Context: an optimization exercise on an open-source flow, tuned for small area and a short achievable clock period. The choices shown serve that exercise and are no tape-out recipe.
No run shown here included a check of the RTL's function; only the layout flow was run.
Power is estimated from default activity; no workload was simulated.

==> design.v <==
module psram_rsp #(
    parameter int unsigned MEM_AW = 8
) (
    input  logic        clk_i,
    input  logic        rst_i,
    input  logic [7:0]  cfg_rcmd_i,
    input  logic [7:0]  cfg_wcmd_i,
    input  logic [7:0]  cfg_mrcmd_i,
    input  logic [7:0]  cfg_mwcmd_i,
    input  logic [7:0]  cfg_rlc_i,
    input  logic [7:0]  cfg_wlc_i,
    input  logic        psram_sck_i,
    input  logic        psram_ce_i,
    input  logic [7:0]  psram_io_in_i,
    input  logic        psram_dqs_in_i,
    output logic [7:0]  psram_io_out_o,
    output logic        psram_io_en_o,
    output logic        psram_dqs_out_o,
    output logic        psram_dqs_en_o,
    output logic [31:0] mr_o,
    output logic        err_o
);
    localparam int unsigned MEM_SZ = 2 ** MEM_AW;
    localparam int S_IDLE = 0, S_INST = 1, S_ADDR = 2, S_LATN = 3,
                   S_WDATA = 4, S_RDATA = 5, S_MWR = 6, S_IGNR = 7;
    logic              sck_q, sck_prev_q, ce_q, dqs_q;
    logic [7:0]        io_q;
    logic [7:0]        st_q, st_d;
    logic              armed_q, armed_d;
    logic              inst_got_q, inst_got_d;
    logic [7:0]        opcode_q, opcode_d;
    logic [MEM_AW-1:0] ptr_q, ptr_d;
    logic [1:0]        byte_cnt_q, byte_cnt_d;
    logic [7:0]        lat_q, lat_d;
    logic              is_wr_q, is_wr_d;
    logic              is_mr_q, is_mr_d;
    logic              mwr_done_q, mwr_done_d;
    logic [3:0][7:0]   mr_q, mr_d;
    logic [7:0]        io_out_q, io_out_d;
    logic              io_en_q, io_en_d;
    logic              dqs_out_q, dqs_out_d;
    logic              dqs_en_q, dqs_en_d;
    logic              wen_q, wen_d;
    logic              winc_q, winc_d;
    logic [7:0]        wdata_q;
    logic [7:0]        pf_q;
    logic [7:0]        mem [MEM_SZ];
    logic              edge_c, rise_c;
    assign edge_c = sck_q ^ sck_prev_q;
    assign rise_c = sck_q & ~sck_prev_q;
    always_comb begin
        st_d       = st_q;
        armed_d    = armed_q | ce_q;
        inst_got_d = inst_got_q;
        opcode_d   = opcode_q;
        ptr_d      = winc_q ? ptr_q + MEM_AW'(1) : ptr_q;
        byte_cnt_d = byte_cnt_q;
        lat_d      = lat_q;
        is_wr_d    = is_wr_q;
        is_mr_d    = is_mr_q;
        mwr_done_d = mwr_done_q;
        mr_d       = mr_q;
        io_out_d   = io_out_q;
        dqs_out_d  = dqs_out_q;
        wen_d      = 1'b0;
        winc_d     = 1'b0;
        if (ce_q) begin
            st_d = 8'b1 << S_IDLE;
        end else begin
            case (1'b1)
                st_q[S_IDLE]: begin
                    if (armed_q) begin
                        st_d       = 8'b1 << S_INST;
                        inst_got_d = 1'b0;
                    end
                end
                st_q[S_INST]: begin
                    if (rise_c && !inst_got_q) begin
                        opcode_d   = io_q;
                        inst_got_d = 1'b1;
                    end else if (edge_c && inst_got_q) begin
                        st_d       = 8'b1 << S_ADDR;
                        byte_cnt_d = 2'd0;
                    end
                end
                st_q[S_ADDR]: begin
                    if (edge_c) begin
                        ptr_d      = MEM_AW'(io_q);
                        byte_cnt_d = byte_cnt_q + 2'd1;
                        if (byte_cnt_q == 2'd3) begin
                            if (opcode_q == cfg_rcmd_i) begin
                                st_d    = 8'b1 << S_LATN;
                                lat_d   = cfg_rlc_i;
                                is_wr_d = 1'b0;
                                is_mr_d = 1'b0;
                            end else if (opcode_q == cfg_wcmd_i) begin
                                st_d    = 8'b1 << S_LATN;
                                lat_d   = cfg_wlc_i;
                                is_wr_d = 1'b1;
                                is_mr_d = 1'b0;
                            end else if (opcode_q == cfg_mrcmd_i) begin
                                st_d    = 8'b1 << S_LATN;
                                lat_d   = cfg_rlc_i;
                                is_wr_d = 1'b0;
                                is_mr_d = 1'b1;
                            end else if (opcode_q == cfg_mwcmd_i) begin
                                st_d       = 8'b1 << S_MWR;
                                mwr_done_d = 1'b0;
                            end else begin
                                st_d = 8'b1 << S_IGNR;
                            end
                        end
                    end
                end
                st_q[S_LATN]: begin
                    if (rise_c) begin
                        if (lat_q == 8'd0) begin
                            if (is_wr_q) begin
                                st_d = 8'b1 << S_WDATA;
                            end else begin
                                st_d      = 8'b1 << S_RDATA;
                                io_out_d  = pf_q;
                                dqs_out_d = 1'b0;
                                ptr_d     = ptr_q + MEM_AW'(1);
                            end
                        end else begin
                            lat_d = lat_q - 8'd1;
                        end
                    end
                end
                st_q[S_WDATA]: begin
                    if (edge_c) begin
                        wen_d  = dqs_q;
                        winc_d = 1'b1;
                    end
                end
                st_q[S_RDATA]: begin
                    if (edge_c) begin
                        ptr_d     = ptr_q + MEM_AW'(1);
                        io_out_d  = pf_q;
                        dqs_out_d = ~dqs_out_q;
                    end
                end
                st_q[S_MWR]: begin
                    if (edge_c && !mwr_done_q) begin
                        mr_d[ptr_q[1:0]] = io_q;
                        mwr_done_d       = 1'b1;
                    end
                end
                default: ;
            endcase
        end
        io_en_d  = st_d[S_RDATA];
        dqs_en_d = st_d[S_RDATA];
    end
    always_ff @(posedge clk_i or posedge rst_i) begin
        if (rst_i) begin
            sck_q      <= 1'b0;
            sck_prev_q <= 1'b0;
            ce_q       <= 1'b0;
            io_q       <= 8'd0;
            dqs_q      <= 1'b0;
            st_q       <= 8'b1 << S_IDLE;
            armed_q    <= 1'b0;
            inst_got_q <= 1'b0;
            opcode_q   <= 8'd0;
            byte_cnt_q <= 2'd0;
            lat_q      <= 8'd0;
            is_wr_q    <= 1'b0;
            is_mr_q    <= 1'b0;
            mwr_done_q <= 1'b0;
            mr_q       <= '0;
            io_out_q   <= 8'd0;
            io_en_q    <= 1'b0;
            dqs_out_q  <= 1'b0;
            dqs_en_q   <= 1'b0;
        end else begin
            sck_q      <= psram_sck_i;
            sck_prev_q <= sck_q;
            ce_q       <= psram_ce_i;
            io_q       <= psram_io_in_i;
            dqs_q      <= psram_dqs_in_i;
            st_q       <= st_d;
            armed_q    <= armed_d;
            inst_got_q <= inst_got_d;
            opcode_q   <= opcode_d;
            byte_cnt_q <= byte_cnt_d;
            lat_q      <= lat_d;
            is_wr_q    <= is_wr_d;
            is_mr_q    <= is_mr_d;
            mwr_done_q <= mwr_done_d;
            mr_q       <= mr_d;
            io_out_q   <= io_out_d;
            io_en_q    <= io_en_d;
            dqs_out_q  <= dqs_out_d;
            dqs_en_q   <= dqs_en_d;
        end
    end
    always_ff @(posedge clk_i) begin
        ptr_q   <= ptr_d;
        wen_q   <= wen_d;
        winc_q  <= winc_d;
        wdata_q <= io_q;
        pf_q    <= is_mr_q ? mr_q[ptr_q[1:0]] : mem[ptr_q];
    end
    always_ff @(posedge clk_i) begin
        if (wen_q) begin
            mem[ptr_q] <= wdata_q;
        end
    end
    assign psram_io_out_o  = io_out_q;
    assign psram_io_en_o   = io_en_q;
    assign psram_dqs_out_o = dqs_out_q;
    assign psram_dqs_en_o  = dqs_en_q;
    assign mr_o            = mr_q;
    logic       ce_prev_q, ce_fall_c, unknown_c;
    logic [1:0] guard_q, guard_d;
    logic       err_q, err_d;
    assign ce_fall_c = ce_prev_q & ~ce_q;
    assign unknown_c = st_q[S_ADDR] && !ce_q && edge_c && (byte_cnt_q == 2'd3) &&
                       (opcode_q != cfg_rcmd_i) && (opcode_q != cfg_wcmd_i) &&
                       (opcode_q != cfg_mrcmd_i) && (opcode_q != cfg_mwcmd_i);
    always_comb begin
        guard_d = guard_q;
        if (ce_fall_c) begin
            guard_d = 2'd2;
        end else if (guard_q != 2'd0) begin
            guard_d = guard_q - 2'd1;
        end
        err_d = err_q;
        if (unknown_c) begin
            err_d = 1'b1;
        end
        if (ce_q && (st_q[S_INST] || st_q[S_ADDR] || st_q[S_LATN])) begin
            err_d = 1'b1;
        end
        if (edge_c && !ce_q && (ce_fall_c || guard_q != 2'd0)) begin
            err_d = 1'b1;
        end
    end
    always_ff @(posedge clk_i or posedge rst_i) begin
        if (rst_i) begin
            ce_prev_q <= 1'b0;
            guard_q   <= 2'd0;
            err_q     <= 1'b0;
        end else begin
            ce_prev_q <= ce_q;
            guard_q   <= guard_d;
            err_q     <= err_d;
        end
    end
    assign err_o = err_q;
endmodule
==> run.sh <==
#!/bin/bash
# synth_recipe.tcl (not shown) runs the flow's synth.tcl, then flattens the netlist and writes it again
# the make line also repeats each setting of config.mk as NAME=value (left out here)
make -C /OpenROAD-flow-scripts/flow DESIGN_CONFIG=/design/flow/config.mk WORK_HOME=/design/flow/orfs CLKGATE_MAP_FILE= SYNTH_SCRIPT=/design/flow/synth_recipe.tcl finish
==> config.mk <==
export PLATFORM = sky130hd
export DESIGN_NAME = psram_rsp
export DESIGN_NICKNAME = psram_rsp
export VERILOG_FILES = /design/flow/design.v
export SDC_FILE = /design/flow/constraint.sdc
export NUM_CORES = 4
export LEC_CHECK = 0
export CAP_MARGIN = 20
export CORE_MARGIN = 2
export CORE_UTILIZATION = 50
export SETUP_SLACK_MARGIN = 3.0
export SLEW_MARGIN = 20
==> constraint.sdc <==
create_clock -name core_clock -period 6.0 [get_ports {clk_i}]
set_input_delay 1.2000 -clock core_clock [delete_from_list [all_inputs] [get_ports {clk_i}]]
set_output_delay 1.2000 -clock core_clock [all_outputs]
set_load 0.01 [all_outputs]
==> impl_metrics.json, run 1 <==
{
  "antenna_left": 0,
  "cp.required_ns": 6.70,
  "ys_seq_elements": 2161,
  "chipHeight_microns": 415.7,
  "clock_skew_ns": 0.02974,
  "gp_congestion": 0.8687,
  "grt_pass1_vias": 42606,
  "nNetsFinal": 4552,
  "rows": 151,
  "overflow": 0,
  "cp.arrival_ns": 3.90,
  "cts_buffer_depth": 3,
  "cp-start-kind": "flip-flop",
  "timing.fmax_mhz": 312.3,
  "yosys-top-cells-count": "2048 x edfxtp_1, 452 x mux4_2, 317 x nor2_1",
  "dp_hpwl_microns": 130300,
  "cts_htree_levels": 4,
  "setup_tns_ns": 0,
  "postCtsHoldBufs": 0,
  "grt_max_degree": 166,
  "min_period_over_period_pct": 53.36,
  "slew_viol_final": 0,
  "fin_crit_ns": 3.202,
  "final_cell_area_sq_um": 97920,
  "grt_first_pass_wirelength_microns": 318100,
  "antenna_found_initial": 7,
  "cts_root_buf": "clkbuf_16",
  "dp_slack_ns": 1.674,
  "fin_cells": 6886,
  "cts_tree": "built",
  "dp.cells": 6404,
  "crit_type": "reg2reg",
  "cts.clk_slew.worst_paths_ns": 0.06,
  "top_usage_layer": "met2",
  "ys_seq_area_share_pct": 75.76,
  "total_power_mw": 36.78,
  "post-route-util_pct": 57.97,
  "final_layout_size_suffix_gt1_share_pct": 28.69,
  "ys_types": 80,
  "hold_violations": 0,
  "ys_warn_count": 1,
  "yosysMostFrequentCell": "edfxtp_1",
  "powerDensity_nw_per_um2": 375.6,
  "ir_worst_vdd_uv": 244.2,
  "vias": 43452,
  "route.detailed.drc": 0,
  "die_w_microns": 415.7,
  "cts.sinks": 2161,
  "post_drt_wl_per_cell_microns": 32.70,
  "vias_per_cell": 6.310,
  "avgSynthCellArea_sq_um": 20.00,
  "synth_top_area_share_pct": 72.57,
  "io_buffers": 104,
  "numCtsBuffers": 215,
  "area_delta_synth_final_pct": 15.56,
  "setup_violations": 0,
  "synthCells": 4237,
  "holdCritPathClass": "reg2reg",
  "met2_usage_pct": 39.26,
  "synth_area_sq_um": 84740,
  "first_pass_iters": 6,
  "outcome": "timing/DRC/antenna clean",
  "synth_top_cell_by_area": "edfxtp_1",
  "ioPinCount": 105,
  "syn_nets": 4309,
  "max_slew_margin_pct": 19.31,
  "num-fill-cells": 12400,
  "synth_top_flop_cell": "edfxtp_1",
  "grt_usage_pct": 25.93,
  "clk_latency_ns": 0.85,
  "initial_core_util_pct": 50.17,
  "maxCapViolCount": 0,
  "whs_ns": 0.3999,
  "finalWirelength_microns": 225200,
  "fp.coreArea_sq_um": 168900,
  "setup_slack_ns": 2.798,
  "async_flop_share_pct": 4.026,
  "rsz0062_at_grt": "yes",
  "grt_use_met1_pct": 38.26,
  "crit_fanout": 11,
  "die_area_sq_um": 172800,
  "tightest_slew_ns": 1.210,
  "leakagePower_nw": 32.07,
  "drtIter0Drc": 5458,
  "synth.area.top_cells": "edfxtp_1 73%, mux4_2 12%, mux2i_1 2.6%, dfrtp_1 2.5%, nor2_1 1.4%",
  "grt_util_met3_pct": 5.985,
  "synth_edf_count": 2048,
  "place_area_sq_um": 88190,
  "cp-end-kind": "flip-flop"
}
path summary, 6_finish.rpt:
kind / startpoint / end / slack [ns] / cells past startpoint
max: ptr_q[0]$_DFF_P_ / pf_q[7]$_DFF_P_ / 2.80 / 9
min: sck_q$_DFF_PP0_ / sck_prev_q$_DFF_PP0_ / 0.40 / 0
max reg2reg: ptr_q[0]$_DFF_P_ / pf_q[7]$_DFF_P_ / 2.80 / 9
min reg2reg: sck_q$_DFF_PP0_ / sck_prev_q$_DFF_PP0_ / 0.40 / 0
max in group asynchronous: rst_i / st_q[2]$_DFFE_PP0P_ / 3.94 / 3
min in group asynchronous: rst_i / opcode_q[3]$_DFFE_PP0P_ / 0.87 / 2
where the power goes:
| part | switching [mW] | internal [mW] |
|---|---|---|
| Clock | 5.64 | 7.87 |
| Sequential | 0.214 | 16.6 |
| Combinational | 3.80 | 2.67 |
| Total | 9.65 | 27.1 |
layout by cell type (no fill, tap or decap), types with 51 or more instances in the layout:
cell type | synthesis | routed
edfxtp_1 | 2048 | 2048
mux4_2 | 452 | 452
clkbuf_16 | 0 | 227
mux2i_1 | 217 | 209
nor2_2 | 0 | 189
nand2_1 | 144 | 124
buf_4 | 43 | 104
o22ai_1 | 103 | 99
nor2_1 | 317 | 86
dfrtp_1 | 86 | 73
clkdlybuf4s50_1 | 0 | 60
clkbuf_1 | 85 | 51
sequential cells by signal, indices dropped and copies added (netlist names), 2 cells and up:
name / cells
opcode_q: 8
mr_q: 32
io_out_q: 8
io_q: 8
mem: 2048
st_q: 6
wdata_q: 8
lat_q: 8
guard_q: 2
ptr_q: 8
pf_q: 8
byte_cnt_q: 2
critical path: stages, from the launching register on:
cell and delay (ns):
dfxtp_4 0.47, buf_6 0.21, buf_16 0.18, mux2i_1 0.33
o22ai_1 0.18, or4_1 0.60, a21oi_1 0.17, a31oi_1 0.19
nor3_2 0.51, a41oi_1 0.18
cells by family (layout without fill, tap and decap cells):
| kind of cell | count (synthesis) | in the layout | share of synthesized area (%) |
|---|---|---|---|
| mux | 700 | 700 | 14.99 |
| fa+ha+maj | 11 | 11 | 0.1624 |
| buf+inv | 272 | 702 | 1.815 |
| compound gates | 428 | 428 | 3.560 |
| simple gates | 621 | 621 | 3.260 |
| flops | 2161 | 2161 | 75.76 |
| xor+xnor | 44 | 44 | 0.4548 |
| other cells | 0 | 1 | 0 |
timing repair:
item | CTS | global route
endpoints found under the hold margin | 0 | 0
gates resized for setup | 366 | 118
gates cloned | 17 | 5
setup endpoints to repair | 2023 | 832
pin swaps | 3 | 3
buffers inserted | 35 | 19
layer usage:
metal	vias up	share of wire, %
met5	-	0.0093
met4	4	2.8
met3	351	9.2
met2	2098	46
met1	23032	42
li1	17967	-
layout make-up:
class / instances / area (sq um) / area share [%]
multi-input cells: 1804 / 20320 / 20.75
clock inverters: 121 / 1214 / 1.239
inverters: 20 / 83.83 / 0.08561
clock buffers: 283 / 5884 / 6.009
flip-flops and latches: 2161 / 64270 / 65.63
repair buffers: 278 / 3377 / 3.449
well taps: 2218 / 2775 / 2.834
diodes: 1 / 2.502 / 0.002556
==> run 2: changes to the inputs <==
--- a/config.mk
+++ b/config.mk
@@ -8,5 +8,4 @@
 export CAP_MARGIN = 20
 export CORE_MARGIN = 2
 export CORE_UTILIZATION = 50
-export SETUP_SLACK_MARGIN = 3.0
 export SLEW_MARGIN = 20
==> impl_metrics.json, run 2 <==
{
  "r2r_end": "pf_q[5]$_DFF_P_",
  "holdPathEnd": "sck_prev_q$_DFF_PP0_",
  "synth_area_sq_um": 84740,
  "powerDensity_nw_per_um2": 370.8,
  "grt_first_pass_wirelength_microns": 310400,
  "largest_reg_flops": 2048,
  "nNetsFinal": 4450,
  "cts.sinks": 2161,
  "first_pass_iters": 5,
  "ys_warn_count": 1,
  "clk_latency_ns": 0.85,
  "rows": 151,
  "outcome": "timing/DRC/antenna clean",
  "overflow": 0,
  "timing.fmax_mhz": 239.1,
  "hold_violations": 0,
  "slowest_stage": "dfxtp_4",
  "antenna_found_initial": 4,
  "die_area_sq_um": 172800,
  "gp_congestion": 0.8384,
  "fp.coreArea_sq_um": 168900,
  "crit_type": "reg2reg",
  "dp.cells": 6381,
  "synth.area.top_cells": "edfxtp_1 73%, mux4_2 12%, mux2i_1 2.6%, dfrtp_1 2.5%, nor2_1 1.4%",
  "dp_slack_ns": 1.820,
  "leakagePower_nw": 30.65,
  "cp-end-kind": "flip-flop",
  "slew_viol_final": 0,
  "vias": 42650,
  "setup_slack_ns": 1.817,
  "layout_common_cells": "2048 x edfxtp_1, 452 x mux4_2, 315 x nor2_1",
  "initial_core_util_pct": 50.17,
  "hp-start": "sck_q$_DFF_PP0_",
  "chipHeight_microns": 415.7,
  "synth_top_cell_by_area": "edfxtp_1",
  "die_w_microns": 415.7,
  "met1_length_microns": 93390,
  "finalWirelength_microns": 215600,
  "ir_worst_vdd_uv": 268.7,
  "cp.required_ns": 6.71,
  "grt_usage_pct": 24.98,
  "vias_per_cell": 6.294,
  "met2_length_microns": 97550,
  "maxCapViolCount": 0,
  "final_layout_size_suffix_gt1_share_pct": 19.96,
  "cp-start-kind": "flip-flop",
  "route.detailed.drc": 0,
  "cts_buffer_depth": 3,
  "min_period_over_period_pct": 69.71,
  "drtIter0Drc": 5443,
  "synth_edf_count": 2048,
  "top_layer": "met5",
  "route.met3.wl_microns": 18090,
  "antenna_left": 0,
  "post_drt_wl_per_cell_microns": 31.81,
  "min_path_cells": 0,
  "cts-resized-gates": 0,
  "max_slew_margin_pct": 18.67,
  "synth_top_area_share_pct": 72.57,
  "grt_max_degree": 213,
  "fin_crit_ns": 4.183,
  "cts_tree": "built",
  "cts_htree_levels": 4,
  "ys_seq_elements": 2161,
  "slowest_delay_ns": 0.86,
  "tightest_slew_ns": 1.220,
  "grt_pass1_vias": 42310,
  "path_cells": "buf_4 -> buf_4 -> mux4_2 -> mux4_2 -> a2111oi_2 -> o21a_1 -> a32oi_1",
  "area_delta_synth_final_pct": 11.72,
  "ys_types": 80,
  "post-route-util_pct": 56.05,
  "rsz0062_at_grt": "no",
  "cts_setup_buffers": 0,
  "yosysMostFrequentCell": "edfxtp_1",
  "insertedDiodeCount": 0,
  "rr_worst_depth": 7,
  "cts_root_buf": "clkbuf_16",
  "clock_skew_ns": 0.02270,
  "ioPinCount": 105,
  "numCtsBuffers": 211,
  "yosys-top-cells-count": "2048 x edfxtp_1, 452 x mux4_2, 317 x nor2_1",
  "postCtsHoldBufs": 0,
  "setup_tns_ns": 0,
  "holdCritPathClass": "reg2reg",
  "dp_hpwl_microns": 128400,
  "timing.rr.start": "ptr_q[0]$_DFF_P_",
  "syn_nets": 4309,
  "async_flop_share_pct": 4.026,
  "cts.clk_slew.worst_paths_ns": 0.06,
  "io_buffers": 104,
  "setup_violations": 0,
  "top_register": "mem",
  "final_common_cell": "edfxtp_1",
  "synthCells": 4237,
  "crit_fanout": 35,
  "fin_cells": 6776,
  "avgSynthCellArea_sq_um": 20.00,
  "reg2reg_slack_ns": 1.82,
  "synth_top_flop_cell": "edfxtp_1",
  "ys_seq_area_share_pct": 75.76,
  "cp.arrival_ns": 4.90
}
-- run 2: through the flow --
stage	cell area, sq um	total power [mW]	hold WS, ns
floorplan	84740	20.86	0.3597
global placement	87970	22.60	0.3939
detailed placement	87990	22.60	0.3825
CTS	94620	35.29	0.4097
global route	94670	36.16	0.4126
finish	94670	35.10	0.4057
-- run 2: logic make-up after synthesis --
family	after synthesis	synth area share, %
XOR/XNOR	44	0.4548
buffers and inverters	272	1.815
multiplexers	700	14.99
adder cells (fa/ha/maj)	11	0.1624
AO/OA/AOI/OAI	428	3.560
flip-flops	2161	75.76
AND/OR/NAND/NOR	621	3.260
-- run 2: cell type report --
type	instances	area, sq um
clock buffers	262	5597
fillers	12707	74240
flip-flops and latches	2161	64250
repair buffers	180	1807
clock inverters	131	1028
inverters	20	78.83
multi-input cells	1804	19130
well taps	2218	2775
-- run 2: critical path, delay by kind of cell, from the launching register on --
| family | cells | cell delay [ns] |
|---|---|---|
| AOI/OAI and AO/OA | 3 | 0.81 |
| buffers and inverters | 2 | 1.20 |
| DFF | 1 | 0.86 |
| muxes | 2 | 1.07 |
-- run 2: worst max-delay path by stage --
stage	from	to	slack (ns)	depth (start not counted)
2_1_floorplan	wdata_q[0]$_DFF_P_	mem[0][0]$_DFFE_PP_	1.77	0
3_3_place_gp	ptr_q[0]$_DFF_P_	pf_q[5]$_DFF_P_	1.82	7
3_5_place_dp	ptr_q[0]$_DFF_P_	pf_q[5]$_DFF_P_	1.82	7
4_1_cts	ptr_q[0]$_DFF_P_	pf_q[5]$_DFF_P_	1.80	7
5_1_grt	ptr_q[0]$_DFF_P_	pf_q[5]$_DFF_P_	1.56	7
6_report	ptr_q[0]$_DFF_P_	pf_q[5]$_DFF_P_	1.82	7
-- run 2: where the power goes --
part	switching [mW]	internal (mW)	leakage (nW)
sequential	0.348	16.6	19.8
combinational	3.20	2.17	7.65
clock	5.60	7.20	3.24
total	9.15	25.9	30.7
-- run 2: routing by layer --
| metal | vias to the layer above | track usage [%] |
|---|---|---|
| met5 | - | 0 |
| met4 | 4 | 7.636 |
| met3 | 341 | 4.862 |
| met2 | 1936 | 37.02 |
| met1 | 22651 | 37.89 |
| li1 | 17718 | - |
==> run 3: changes to the inputs <==
--- a/design.v
+++ b/design.v
@@ -40,11 +40,14 @@
     logic              io_en_q, io_en_d;
     logic              dqs_out_q, dqs_out_d;
     logic              dqs_en_q, dqs_en_d;
-    logic              wen_q, wen_d;
-    logic              winc_q, winc_d;
-    logic [7:0]        wdata_q;
+    logic              wen_c;
+    logic [3:0][7:0]   sd_q;         
+    logic [3:0][1:0]   sh_q;         
+    logic [3:0][3:0]   sc_q;         
+    logic [15:0][15:0][7:0] ring_q;  
+    logic [3:0]        ph_q;
+    logic [3:0]        rpos_q;       
     logic [7:0]        pf_q;
-    logic [7:0]        mem [MEM_SZ];
     logic              edge_c, rise_c;
     assign edge_c = sck_q ^ sck_prev_q;
     assign rise_c = sck_q & ~sck_prev_q;
@@ -53,7 +56,7 @@
         armed_d    = armed_q | ce_q;
         inst_got_d = inst_got_q;
         opcode_d   = opcode_q;
-        ptr_d      = winc_q ? ptr_q + MEM_AW'(1) : ptr_q;
+        ptr_d      = ptr_q;
         byte_cnt_d = byte_cnt_q;
         lat_d      = lat_q;
         is_wr_d    = is_wr_q;
@@ -62,8 +65,7 @@
         mr_d       = mr_q;
         io_out_d   = io_out_q;
         dqs_out_d  = dqs_out_q;
-        wen_d      = 1'b0;
-        winc_d     = 1'b0;
+        wen_c      = 1'b0;
         if (ce_q) begin
             st_d = 8'b1 << S_IDLE;
         end else begin
@@ -130,8 +132,8 @@
                 end
                 st_q[S_WDATA]: begin
                     if (edge_c) begin
-                        wen_d  = dqs_q;
-                        winc_d = 1'b1;
+                        wen_c = dqs_q;
+                        ptr_d = ptr_q + MEM_AW'(1);
                     end
                 end
                 st_q[S_RDATA]: begin
@@ -196,16 +198,33 @@
             dqs_en_q   <= dqs_en_d;
         end
     end
+    logic [15:0] ins0_c, ins8_c;
+    always_comb begin
+        for (int r = 0; r < 16; r++) begin
+            ins0_c[r] = (sh_q[r % 4] == 2'(r / 4)) && (sc_q[r % 4] == ~ph_q);
+            ins8_c[r] = (sh_q[r % 4] == 2'(r / 4)) && (sc_q[r % 4] == (~ph_q ^ 4'd8));
+        end
+    end
     always_ff @(posedge clk_i) begin
-        ptr_q   <= ptr_d;
-        wen_q   <= wen_d;
-        winc_q  <= winc_d;
-        wdata_q <= io_q;
-        pf_q    <= is_mr_q ? mr_q[ptr_q[1:0]] : mem[ptr_q];
-    end
-    always_ff @(posedge clk_i) begin
-        if (wen_q) begin
-            mem[ptr_q] <= wdata_q;
+        ptr_q  <= ptr_d;
+        ph_q   <= ph_q + 4'd1;
+        rpos_q <= ptr_d[7:4] + ph_q + 4'd1;
+        pf_q   <= is_mr_q ? mr_q[ptr_q[1:0]] : ring_q[ptr_q[3:0]][rpos_q];
+        if (wen_c) begin
+            sd_q[ptr_q[1:0]] <= io_q;
+            sh_q[ptr_q[1:0]] <= ptr_q[3:2];
+            sc_q[ptr_q[1:0]] <= ptr_q[7:4];
+        end
+        for (int r = 0; r < 16; r++) begin
+            for (int p = 0; p < 16; p++) begin
+                if (p == 0 && ins0_c[r]) begin
+                    ring_q[r][p] <= sd_q[r % 4];
+                end else if (p == 8 && ins8_c[r]) begin
+                    ring_q[r][p] <= sd_q[r % 4];
+                end else begin
+                    ring_q[r][p] <= ring_q[r][(p + 15) % 16];
+                end
+            end
         end
     end
     assign psram_io_out_o  = io_out_q;
--- a/config.mk
+++ b/config.mk
@@ -8,4 +8,5 @@
 export CAP_MARGIN = 20
 export CORE_MARGIN = 2
 export CORE_UTILIZATION = 50
+export SETUP_SLACK_MARGIN = 3.0
 export SLEW_MARGIN = 20
==> impl_metrics.json, run 3 <==
{
  "outcome": "timing/DRC/antenna clean",
  "antenna_found_initial": 5,
  "holdCritPathClass": "reg2reg",
  "dp_hpwl_microns": 114700,
  "timing.rr.start": "rpos_q[0]$_DFF_P_",
  "crit_type": "reg2reg",
  "leakagePower_nw": 29.70,
  "fp.coreArea_sq_um": 137300,
  "reg2reg_slack_ns": 3.03,
  "nNetsFinal": 5072,
  "synth_edf_count": 60,
  "path_cells": "buf_12 -> buf_16 -> mux4_2 -> o311a_1 -> o22ai_1 -> o211ai_1 -> nand3_1 -> nand3_1",
  "yosys-top-cells-count": "2068 x dfxtp_1, 415 x mux4_2, 387 x nand2_1",
  "min_period_over_period_pct": 49.54,
  "holdPathEnd": "ring_q[1062]$_DFF_P_",
  "first_pass_iters": 5,
  "setup_slack_ns": 3.028,
  "slew_viol_final": 0,
  "synth.area.top_cells": "dfxtp_1 60%, mux4_2 14%, mux2i_1 3.8%, dfrtp_1 3.1%, edfxtp_1 2.6%",
  "setup_tns_ns": 0,
  "ys_seq_area_share_pct": 65.65,
  "drtIter0Drc": 3257,
  "hp-start": "ring_q[1054]$_DFF_P_",
  "min_path_cells": 0,
  "vias": 39834,
  "cts_buffer_depth": 3,
  "synth_top_cell_by_area": "dfxtp_1",
  "final_layout_size_suffix_gt1_share_pct": 21.62,
  "cp-start-kind": "flip-flop",
  "maxCapViolCount": 0,
  "fin_crit_ns": 2.972,
  "postCtsHoldBufs": 0,
  "grt_pass1_vias": 40467,
  "rr_worst_depth": 8,
  "rsz0062_at_grt": "yes",
  "vias_per_cell": 5.717,
  "dp.cells": 6513,
  "grt_max_degree": 78,
  "die_area_sq_um": 141200,
  "powerDensity_nw_per_um2": 361.4,
  "cts.sinks": 2215,
  "clk_latency_ns": 0.83,
  "die_w_microns": 375.8,
  "rows": 136,
  "cp.arrival_ns": 3.65,
  "synth_area_sq_um": 69130,
  "cts.clk_slew.worst_paths_ns": 0.06,
  "largest_reg_flops": 2048,
  "slowest_delay_ns": 0.57,
  "io_buffers": 104,
  "cp.required_ns": 6.68,
  "overflow": 0,
  "post_drt_wl_per_cell_microns": 26.47,
  "crit_fanout": 38,
  "yosysMostFrequentCell": "dfxtp_1",
  "area_delta_synth_final_pct": 16.27,
  "cpMostUsedCell": "nand3_1",
  "ir_worst_vdd_uv": 273.8,
  "gp_congestion": 0.8506,
  "top_register": "ring_q",
  "cts_htree_levels": 4,
  "r2r_end": "pf_q[1]$_DFF_P_",
  "clock_skew_ns": 0.03099,
  "final_common_cell": "dfxtp_1",
  "antenna_left": 0,
  "synth_top_area_share_pct": 59.89,
  "synth_top_flop_cell": "dfxtp_1",
  "route.detailed.drc": 0,
  "ys_seq_elements": 2215,
  "chipHeight_microns": 375.8,
  "ioPinCount": 105,
  "setup_violations": 0,
  "timing.fmax_mhz": 336.4,
  "grt_usage_pct": 26.16,
  "hold_violations": 0,
  "cpLargestDelayFamily": "compound AO/OA/AOI/OAI gates",
  "cp_num_buf_inv": 2,
  "cts_root_buf": "clkbuf_16",
  "ys_warn_count": 1,
  "dp_slack_ns": 1.930,
  "fin_cells": 6968,
  "finalWirelength_microns": 184400,
  "cts_tree": "built",
  "ys_types": 83,
  "cp-end-kind": "flip-flop",
  "syn_nets": 4890,
  "synthCells": 4815,
  "grt_first_pass_wirelength_microns": 272300,
  "max_slew_margin_pct": 24.66,
  "layout_common_cells": "2064 x dfxtp_1, 415 x mux4_2, 383 x nand2_1",
  "avgSynthCellArea_sq_um": 14.36,
  "numCtsBuffers": 209,
  "tightest_slew_ns": 1.127,
  "async_flop_share_pct": 3.928,
  "slowest_stage": "mux4_2",
  "initial_core_util_pct": 50.34
}
==> run 3: cell types whose count changed after synthesis, sizes merged, moves of 88 or more <==
cell	change
edfxtp	-1988
nor2	-240
dfxtp	+2042
nand2	+242
o21ai	+243
o22ai	-88
==> run 3: routing by layer <==
metal | GRT usage [%] | up-vias | wire length, microns
li1 | - | 17909 | -
met1 | 36.48 | 20464 | 81630
met2 | 41.32 | 1156 | 85450
met3 | 4.762 | 303 | 11380
met4 | 8.790 | 2 | 5966
met5 | 0 | - | 11
==> run 3: worst register-to-register path: cells and delay by family, from the launching register on <==
family                 cells  cell delay (ns)
flip-flops                 1             0.49
AND/OR/NAND/NOR            2             0.21
multiplexers               1             0.61
AO/OA/AOI/OAI              3             1.02
buffers and inverters      2             0.49
==> run 3: how the worst max path moves through the flow <==
stage                           start           endpoint  slack, ns  cells past startpoint
finish              rpos_q[0]$_DFF_P_    pf_q[1]$_DFF_P_       3.03                      8
global route        rpos_q[0]$_DFF_P_    pf_q[1]$_DFF_P_       2.95                      9
CTS                 rpos_q[3]$_DFF_P_    pf_q[2]$_DFF_P_       2.91                      9
detailed placement  rpos_q[1]$_DFF_P_    pf_q[2]$_DFF_P_       1.93                      8
global placement    rpos_q[1]$_DFF_P_    pf_q[6]$_DFF_P_       1.99                      8
floorplan             sck_q$_DFF_PP0_  rpos_q[3]$_DFF_P_       3.19                     13
==> run 3: what timing repair did <==
item / in CTS / in global routing
gates cloned: 14 / 1
pin swaps: 10 / 10
gates resized for setup: 137 / 54
setup endpoints to repair: 96 / 19
hold endpoints to repair: 0 / 0
setup buffers: 47 / 5
==> run 3: through the flow <==
step                util, %  total power, mW  instance area [sq um]  hold slack, ns
floorplan                 -            15.54                  69130          0.3229
global placement      52.15            15.63                  71610          0.3259
detailed placement    52.15            15.63                  71610          0.3285
CTS                   58.34            29.24                  80110          0.3246
global route          58.52            29.87                  80370          0.3309
finish                58.53            29.05                  80370          0.3215
==> run 3: cell families (layout without fill, tap and decap cells) <==
kind of cell | after synthesis | in the layout | share of synthesized area [%]
compound gates | 739 | 739 | 6.959
xor+xnor | 58 | 58 | 0.7349
fa+ha+maj | 14 | 14 | 0.2643
buf+inv | 368 | 721 | 2.976
flops | 2215 | 2215 | 65.65
mux | 787 | 787 | 19.35
other cells | 0 | 3 | 0
simple gates | 634 | 637 | 4.074
==> run 3: final cells by class <==
type                       count  area (sq um)
sequential                  2215         45400
fill                       10751         56950
timing repair buffer         252          2909
clock buffer                 309          6279
tap                         1794          2245
clock inverter                76         948.4
antenna                        3         7.507
inverter                      84         335.3
multi-input combinational   2235         22250
==> run 3: power breakdown <==
part	leakage, nW	switching (mW)	total [mW]	internal [mW]
Clock	3.58	5.67	13.7	8.02
Sequential	18.5	0.0535	14.8	14.8
Combinational	7.63	0.235	0.512	0.277

[re-timing with driven ports]
No port has a modelled driver above. Below, the same layouts with a new extraction and two added sets of constraints.
Step 1, drivers: a clkbuf_16 drives clk_i and a buf_2 each remaining input, both assumed.
Step 2 moves the port delays by t, midway between the first and last clock arrival at a register: inputs arrive t later, outputs are due t later. That takes back most of the time a late clock gives input paths.
Slacks: no drivers / after step 1 / after step 2; pairs: no drivers / after step 1.
run	t, ns	setup WS [ns]	worst register clock-pin slew, ns
run 1	0.915	2.798 / 2.798 / 2.372	0.07 / 0.07
run 2	0.929	1.817 / 1.817 / 1.817	0.06 / 0.06
run 3	0.889	3.028 / 3.002 / 2.656	0.07 / 0.07
After both steps every run listed still meets setup and hold. The setup slack of run 1, which loses most, moves by 0.000 ns with the drivers and by -0.426 ns with both steps.
